Context: an optimization exercise on an open-source flow, tuned for small area. The choices shown serve that exercise and are no tape-out recipe. The RTL was checked by simulation tests, not by an equivalence proof against the original design. No activity file was given, so power comes from the tool's default toggle rates.

==> flow/design.v <==
`default_nettype none
package pipeTypesPkg;
    localparam int wordWidth     = 32;
    localparam int regIndexWidth = 5;
    typedef logic [wordWidth-1:0]     wordT;       
    typedef logic [regIndexWidth-1:0] regIndexT;   
    typedef struct packed {
        logic     writeEnable;   
        regIndexT dest;
        wordT     value;         
    } producerT;
    typedef struct packed {
        logic     writeEnable;
        regIndexT dest;
        wordT     value;         
        logic     isLoad;        
        wordT     loadData;      
    } loadProducerT;
    localparam producerT idleProducer = '0;
endpackage
`default_nettype wire
`default_nettype none
package forwardPkg;
    typedef enum logic [2:0] {
        srcNone      = 3'd0,   
        srcExecute   = 3'd1,   
        srcExeMem    = 3'd2,
        srcMemWb     = 3'd3,
        srcWriteback = 3'd4    
    } forwardSourceE;
    localparam logic [4:0] zeroReg = 5'd0;
    localparam logic [4:0] linkReg = 5'd31;   
endpackage
`default_nettype wire
`timescale 1ns/1ps
`default_nettype none
module producerSelect #(
    parameter bit UseExecute = 1'b1   
) (
    input  pipeTypesPkg::regIndexT     request,
    input  pipeTypesPkg::wordT         fallback,
    input  pipeTypesPkg::producerT     executeProd,
    input  pipeTypesPkg::loadProducerT exeMemProd,
    input  pipeTypesPkg::producerT     memWbProd,
    input  pipeTypesPkg::producerT     writebackProd,
    output pipeTypesPkg::wordT         value,
    output forwardPkg::forwardSourceE  source
);
    logic               requestLive;
    logic               executeHit;
    logic               exeMemHit;
    logic               memWbHit;
    logic               writebackHit;
    pipeTypesPkg::wordT exeMemValue;
    assign requestLive = (request != forwardPkg::zeroReg);   
    assign executeHit = UseExecute && requestLive && executeProd.writeEnable
                        && (executeProd.dest == request);
    assign exeMemHit = requestLive && exeMemProd.writeEnable
                       && (exeMemProd.dest == request);
    assign memWbHit = requestLive && memWbProd.writeEnable
                      && (memWbProd.dest == request);
    assign writebackHit = requestLive && writebackProd.writeEnable
                          && (writebackProd.dest == request);
    assign exeMemValue = exeMemProd.isLoad ? exeMemProd.loadData : exeMemProd.value;
    always_comb begin
        value  = fallback;
        source = forwardPkg::srcNone;
        if (executeHit) begin
            value  = executeProd.value;
            source = forwardPkg::srcExecute;
        end else if (exeMemHit) begin
            value  = exeMemValue;
            source = forwardPkg::srcExeMem;
        end else if (memWbHit) begin
            value  = memWbProd.value;
            source = forwardPkg::srcMemWb;
        end else if (writebackHit) begin
            value  = writebackProd.value;   
            source = forwardPkg::srcWriteback;
        end
    end
endmodule
`default_nettype wire
`timescale 1ns/1ps
`default_nettype none
module aluOperandForward (
    input  logic                       CLOCK,
    input  logic                       RESET,
    input  pipeTypesPkg::regIndexT     regS,
    input  pipeTypesPkg::regIndexT     regT,
    input  pipeTypesPkg::wordT         operandA,
    input  pipeTypesPkg::wordT         operandB,
    input  logic                       immediate,   
    input  logic                       jumpLink,    
    input  pipeTypesPkg::loadProducerT exeMemProd,
    input  pipeTypesPkg::producerT     memWbProd,
    input  pipeTypesPkg::producerT     writebackProd,
    output pipeTypesPkg::wordT         forwardA,
    output pipeTypesPkg::wordT         forwardB,
    output logic                       aluForwarded
);
    pipeTypesPkg::wordT        selectA;
    pipeTypesPkg::wordT        selectB;
    forwardPkg::forwardSourceE sourceA;
    forwardPkg::forwardSourceE sourceB;
    logic                      takeA;
    logic                      takeB;
    producerSelect #(
        .UseExecute(1'b0)
    ) selectA_i (
        .request      (regS),
        .fallback     (operandA),
        .executeProd  (pipeTypesPkg::idleProducer),
        .exeMemProd   (exeMemProd),
        .memWbProd    (memWbProd),
        .writebackProd(writebackProd),
        .value        (selectA),
        .source       (sourceA)
    );
    producerSelect #(
        .UseExecute(1'b0)
    ) selectB_i (
        .request      (regT),
        .fallback     (operandB),
        .executeProd  (pipeTypesPkg::idleProducer),
        .exeMemProd   (exeMemProd),
        .memWbProd    (memWbProd),
        .writebackProd(writebackProd),
        .value        (selectB),
        .source       (sourceB)
    );
    assign takeA = !jumpLink && (sourceA != forwardPkg::srcNone);
    assign takeB = !immediate && (sourceB != forwardPkg::srcNone);
    always_ff @(posedge CLOCK) begin
        if (!RESET) begin
            forwardA     <= '0;
            forwardB     <= '0;
            aluForwarded <= 1'b0;
        end else begin
            forwardA     <= takeA ? selectA : operandA;
            forwardB     <= takeB ? selectB : operandB;   
            aluForwarded <= takeA || takeB;
        end
    end
endmodule
`default_nettype wire
`timescale 1ns/1ps
`default_nettype none
module controlTransferForward (
    input  logic                       CLOCK,
    input  logic                       RESET,
    input  logic                       branchRequest,
    input  pipeTypesPkg::regIndexT     branchRegS,
    input  pipeTypesPkg::regIndexT     branchRegT,
    input  pipeTypesPkg::wordT         branchA,
    input  pipeTypesPkg::wordT         branchB,
    input  logic                       jumpRequest,
    input  pipeTypesPkg::regIndexT     jumpReg,
    input  pipeTypesPkg::wordT         jumpValue,
    input  pipeTypesPkg::producerT     executeProd,
    input  pipeTypesPkg::loadProducerT exeMemProd,
    input  pipeTypesPkg::producerT     memWbProd,
    input  pipeTypesPkg::producerT     writebackProd,
    output pipeTypesPkg::wordT         branchOutA,
    output pipeTypesPkg::wordT         branchOutB,
    output logic                       branchForwarded,
    output pipeTypesPkg::wordT         jumpTarget,
    output logic                       jumpForwarded
);
    pipeTypesPkg::wordT        selectA;
    pipeTypesPkg::wordT        selectB;
    pipeTypesPkg::wordT        selectJump;
    forwardPkg::forwardSourceE sourceA;
    forwardPkg::forwardSourceE sourceB;
    forwardPkg::forwardSourceE sourceJump;
    producerSelect #(
        .UseExecute(1'b1)
    ) branchSelectA_i (
        .request      (branchRegS),
        .fallback     (branchA),
        .executeProd  (executeProd),
        .exeMemProd   (exeMemProd),
        .memWbProd    (memWbProd),
        .writebackProd(writebackProd),
        .value        (selectA),
        .source       (sourceA)
    );
    producerSelect #(
        .UseExecute(1'b1)
    ) branchSelectB_i (
        .request      (branchRegT),
        .fallback     (branchB),
        .executeProd  (executeProd),
        .exeMemProd   (exeMemProd),
        .memWbProd    (memWbProd),
        .writebackProd(writebackProd),
        .value        (selectB),
        .source       (sourceB)
    );
    producerSelect #(
        .UseExecute(1'b1)
    ) jumpSelect_i (
        .request      (jumpReg),
        .fallback     (jumpValue),
        .executeProd  (executeProd),
        .exeMemProd   (exeMemProd),
        .memWbProd    (memWbProd),
        .writebackProd(writebackProd),
        .value        (selectJump),
        .source       (sourceJump)
    );
    always_ff @(posedge CLOCK) begin
        if (!RESET) begin
            branchOutA      <= '0;
            branchOutB      <= '0;
            branchForwarded <= 1'b0;
            jumpTarget      <= '0;
            jumpForwarded   <= 1'b0;
        end else begin
            if (branchRequest) begin   
                branchOutA <= selectA;
                branchOutB <= selectB;
            end
            if (jumpRequest) begin
                jumpTarget <= selectJump;
            end
            branchForwarded <= branchRequest && ((sourceA != forwardPkg::srcNone)
                                                 || (sourceB != forwardPkg::srcNone));
            jumpForwarded   <= jumpRequest && (sourceJump != forwardPkg::srcNone);
        end
    end
endmodule
`default_nettype wire
`timescale 1ns/1ps
`default_nettype none
module forwardUnit (
    input  logic                       CLOCK,
    input  logic                       RESET,
    input  pipeTypesPkg::regIndexT     regS,
    input  pipeTypesPkg::regIndexT     regT,
    input  pipeTypesPkg::wordT         operandA,
    input  pipeTypesPkg::wordT         operandB,
    input  logic                       immediate,
    input  logic                       jumpLink,
    input  logic                       branchRequest,
    input  pipeTypesPkg::regIndexT     branchRegS,
    input  pipeTypesPkg::regIndexT     branchRegT,
    input  pipeTypesPkg::wordT         branchA,
    input  pipeTypesPkg::wordT         branchB,
    input  logic                       jumpRequest,
    input  pipeTypesPkg::regIndexT     jumpReg,
    input  pipeTypesPkg::wordT         jumpValue,
    input  pipeTypesPkg::producerT     executeProd,
    input  pipeTypesPkg::loadProducerT exeMemProd,
    input  pipeTypesPkg::producerT     memWbProd,
    input  pipeTypesPkg::producerT     writebackProd,
    output pipeTypesPkg::wordT         forwardA,
    output pipeTypesPkg::wordT         forwardB,
    output logic                       aluForwarded,
    output pipeTypesPkg::wordT         branchOutA,
    output pipeTypesPkg::wordT         branchOutB,
    output logic                       branchForwarded,
    output pipeTypesPkg::wordT         jumpTarget,
    output logic                       jumpForwarded
);
    aluOperandForward alu_i (
        .CLOCK        (CLOCK),
        .RESET        (RESET),
        .regS         (regS),
        .regT         (regT),
        .operandA     (operandA),
        .operandB     (operandB),
        .immediate    (immediate),
        .jumpLink     (jumpLink),
        .exeMemProd   (exeMemProd),
        .memWbProd    (memWbProd),
        .writebackProd(writebackProd),
        .forwardA     (forwardA),
        .forwardB     (forwardB),
        .aluForwarded (aluForwarded)
    );
    controlTransferForward control_i (
        .CLOCK          (CLOCK),
        .RESET          (RESET),
        .branchRequest  (branchRequest),
        .branchRegS     (branchRegS),
        .branchRegT     (branchRegT),
        .branchA        (branchA),
        .branchB        (branchB),
        .jumpRequest    (jumpRequest),
        .jumpReg        (jumpReg),
        .jumpValue      (jumpValue),
        .executeProd    (executeProd),
        .exeMemProd     (exeMemProd),
        .memWbProd      (memWbProd),
        .writebackProd  (writebackProd),
        .branchOutA     (branchOutA),
        .branchOutB     (branchOutB),
        .branchForwarded(branchForwarded),
        .jumpTarget     (jumpTarget),
        .jumpForwarded  (jumpForwarded)
    );
endmodule
`default_nettype wire
==> flow/run.sh <==
#!/bin/bash
# synth_recipe.tcl (not shown) runs the flow's synth.tcl, then flattens the netlist and writes it again
# the make line also repeats each setting of config.mk as NAME=value (left out here)
make -C /OpenROAD-flow-scripts/flow DESIGN_CONFIG=/design/flow/config.mk WORK_HOME=/design/flow/orfs CLKGATE_MAP_FILE= SYNTH_SCRIPT=/design/flow/synth_recipe.tcl finish
==> flow/config.mk <==
export PLATFORM = sky130hd
export DESIGN_NAME = forwardUnit
export DESIGN_NICKNAME = forwardUnit
export VERILOG_FILES = /design/flow/design.v
export SDC_FILE = /design/flow/constraint.sdc
export NUM_CORES = 4
export LEC_CHECK = 0
export CAP_MARGIN = 20
export CORE_MARGIN = 2
export CORE_UTILIZATION = 40
export SLEW_MARGIN = 20
==> flow/constraint.sdc <==
create_clock -name core_clock -period 4.0 [get_ports {CLOCK}]
set_input_delay 0.8000 -clock core_clock [delete_from_list [all_inputs] [get_ports {CLOCK}]]
set_output_delay 0.8000 -clock core_clock [all_outputs]
set_load 0.01 [all_outputs]
==> out/qor.csv <==
metric,value,unit
final hold violations,0,
critical path endpoint category,register,
Synth Warn #,4,
vias in the first global route,17900,
Die Y,193,um
initial antenna violation count,16,
number of buffers added on ports,538,
clk slew on worst S/H paths,80,ps
crit start category,input port,
standby leakage power,7.25,nW
Worst-Skew Late Latency,440,ps
syn_nets,2255,
Post-synth EDFFs,0,
register area share after synthesis,22.8,%
drt pass-1 iters,8,
die area,37200,um^2
vias per std cell,6.92,
Final WS setup,738,ps
largest cells by area after synthesis,"dfxtp_1, nand3_1, clkbuf_1",
Setup TNS,0,ps
largest net degree at the start of global routing,79,
Worst R2R Setup Slack,2930,ps
worst-path cell chain,clkdlybuf4s50_1 > nor4_2 > buf_4 > a211oi_1 > a21bo_2 > nor2b_4 > a221oi_1,
slowest cell on the critical path,nor2b_4,
first-pass GRT wire length,121000,um
CTS Hold Bufs,0,
Area Overhead vs Synth,44.9,%
fin nets,2630,
WHS,589,ps
GP Congestion,0.958,
skew final,0,ps
Max clock buf depth,2,
"Async S/R FF share, synth",0,%
RSZ-0062 raised after global routing,no,
crit path kind,in -> reg,
antenna-violating nets left,0,
cts bufs inserted,17,
crit path buf inv count,2,
Final min period,3260,ps
GRT Residual Overflow,0,
Initial Utilization,40.4,%
Max IR drop VDD,0.000281,V
final number of setup-violating endpoints,0,
Yosys reg bits,163,
# Post-CTS Setup Buffers,0,
commonest cells in the netlist,"clkbuf_1, dfxtp_1, nand3_1",
pwr/cell area,263,nW/um^2
DP Cell Count,2696,
Mapped Avg Cell Area,7.60,um^2
GRT Util Overall,44.3,%
CTS resizes,0,
Fmax,0.307,GHz
DRT Wirelength,85400,um
number of remaining DRC errors,0,
final worst-path cycle share,81.6,%
Iter 0 DRT Violations,2676,
HP Class,reg -> reg,
Final Util,58.5,%
H-tree levels,4,
Layout Cells excl Fill,2742,
Cells after Synth,1879,
post-DR wirelength/cell,31.1,um
Pins Over Slew Limit,0,
max_slew headroom,18.6,%
row count,69,
die width,193,um
CTS tree,done,
outcome,"complete, no violations",
Vias,19000,
"count leader, synth",clkbuf_1,
layout cells sized above 1,9.89,%
worst slack at placement,392,ps
root buffer cell,clkbuf_16,
crit path DAT,3510,ps
fill count,3282,
Synth top area share,22.8,%
Unique masters post-synth,50,
HPWL after DPL,60900,um
max incr delay on CP,940,ps
Sinks on Clock Net,163,
CP max FO,31,
Worst Tran Pin Value,1220,ps
"Largest delay share family, worst path",simple AND/OR/NAND/NOR gates,
Worst Path Required,4250,ps
netlist area before placement,14300,um^2
dominant cell type by area after synthesis,dfxtp_1,
ys flop type,dfxtp_1,
Max Cap Viol,0,
Core ar.,35400,um^2
# IOs,539,
==> worst paths after layout <==
path / endpoint / from / cells after the start
min: control_i.branchOutB[4] / control_i.branchOutB[4] / 2
max: control_i.branchOutB[10] / branchRegT[0] / 7
min reg2reg: control_i.branchOutB[4] / control_i.branchOutB[4] / 2
max reg2reg: control_i.branchOutA[14] / control_i.branchOutA[14] / 3
==> through the flow <==
stage,power (W),instance area [um^2]
global placement,0.00377,20100
detailed placement,0.00377,20100
finish,0.00544,20700
global route,0.00557,20700
floorplan,0.00266,14300
CTS,0.00537,20700
==> worst reg2reg max path, cell delays in order, from the launching register on <==
cell      delay, ps
dfxtp_1         430
o21ai_0         120
a31o_2          270
a211oi_1        170
==> cells by family after synthesis <==
family | Yosys count | share of synthesized area, %
xor gates and xnor gates | 90 | 5.52
buffers and inverters | 328 | 9.73
AOI/OAI and AO/OA | 727 | 38.4
and+or+nand+nor | 508 | 18.8
DFF | 163 | 22.8
muxes | 63 | 4.69
==> registers in the layout, summed over array words and instances (netlist names) <==
signal and cells:
control_i.branchForwarded 1, alu_i.forwardA 32, control_i.jumpForwarded 1, control_i.jumpTarget 32, alu_i.aluForwarded 1, control_i.branchOutA 32
alu_i.forwardB 32, control_i.branchOutB 32
==> layout by cell type (no fill, tap or decap), drive strengths merged, types with 5 or more instances in the layout <==
cell | synthesis | layout
o31a | 32 | 32
a311oi | 32 | 32
o31ai | 63 | 63
mux2 | 32 | 32
mux2i | 31 | 31
xor2 | 47 | 47
nand2b | 66 | 66
buf | 54 | 82
xnor2 | 43 | 43
nand2 | 72 | 72
nand3 | 161 | 161
a211oi | 37 | 37
nor4 | 15 | 15
and3 | 64 | 64
nand4 | 9 | 9
clkbuf | 204 | 19
a221oi | 31 | 31
o221ai | 32 | 32
a31o | 32 | 32
inv | 70 | 75
diode | 0 | 15
nor2 | 35 | 35
nor3 | 66 | 66
clkdlybuf4s50 | 0 | 532
o211a | 5 | 5
o21bai | 64 | 64
dfxtp | 163 | 163
o21ai | 97 | 97
o311ai | 129 | 129
a31oi | 100 | 100
a21boi | 65 | 65
and2 | 9 | 9
==> final cells by class <==
type	instances	area [um^2]	area share (%)
multi-input cells	1388	9870	47.7
repair buffers	614	6150	29.7
flip-flops and latches	163	3260	15.8
well taps	461	577	2.79
clock buffers	19	443	2.14
inverters	70	263	1.27
clock inverters	12	100	0.483
diodes	15	37.5	0.181
==> report_power, final <==
part | internal [W] | switching (W)
Sequential | 0.00174 | 0.0000911
Combinational | 0.000906 | 0.00107
Clock | 0.000823 | 0.000805
==> layer usage <==
layer  share of wire, %  GRT usage, %  vias up
met1                 36          54.6     8865
met2                 44          68.8     1709
met3                 13          12.7      401
li1                   -             -     8006
met5              0.062             0        -
met4                6.7          25.7        6

## what the ideal ports hide
No port has a modelled driver above. Below, the same layout with a new extraction and two added sets of constraints. Step 1: set_driving_cell puts a clkbuf_16 on CLOCK and a buf_2 on each other input, an assumption about the parent block. Step 2, shift: input delay + t, output delay - t, t = (earliest + latest rising clock arrival at the registers) / 2. This alone moves slack from input paths to output paths. Three values: no drivers, after step 1, after step 2; two values: the first two.
shift t [ns]: 0.494
setup WS [ns]: 0.738 / 0.771 / 0.277
worst setup path at the end: input to register
latest minus earliest clock arrival (ns): 0.018 / 0.018
worst data-port slew with drivers (ns): 0.14
After both steps setup and hold are still met in this run. The setup slack of this run moves by +0.033 ns with the drivers and by -0.461 ns with both steps.
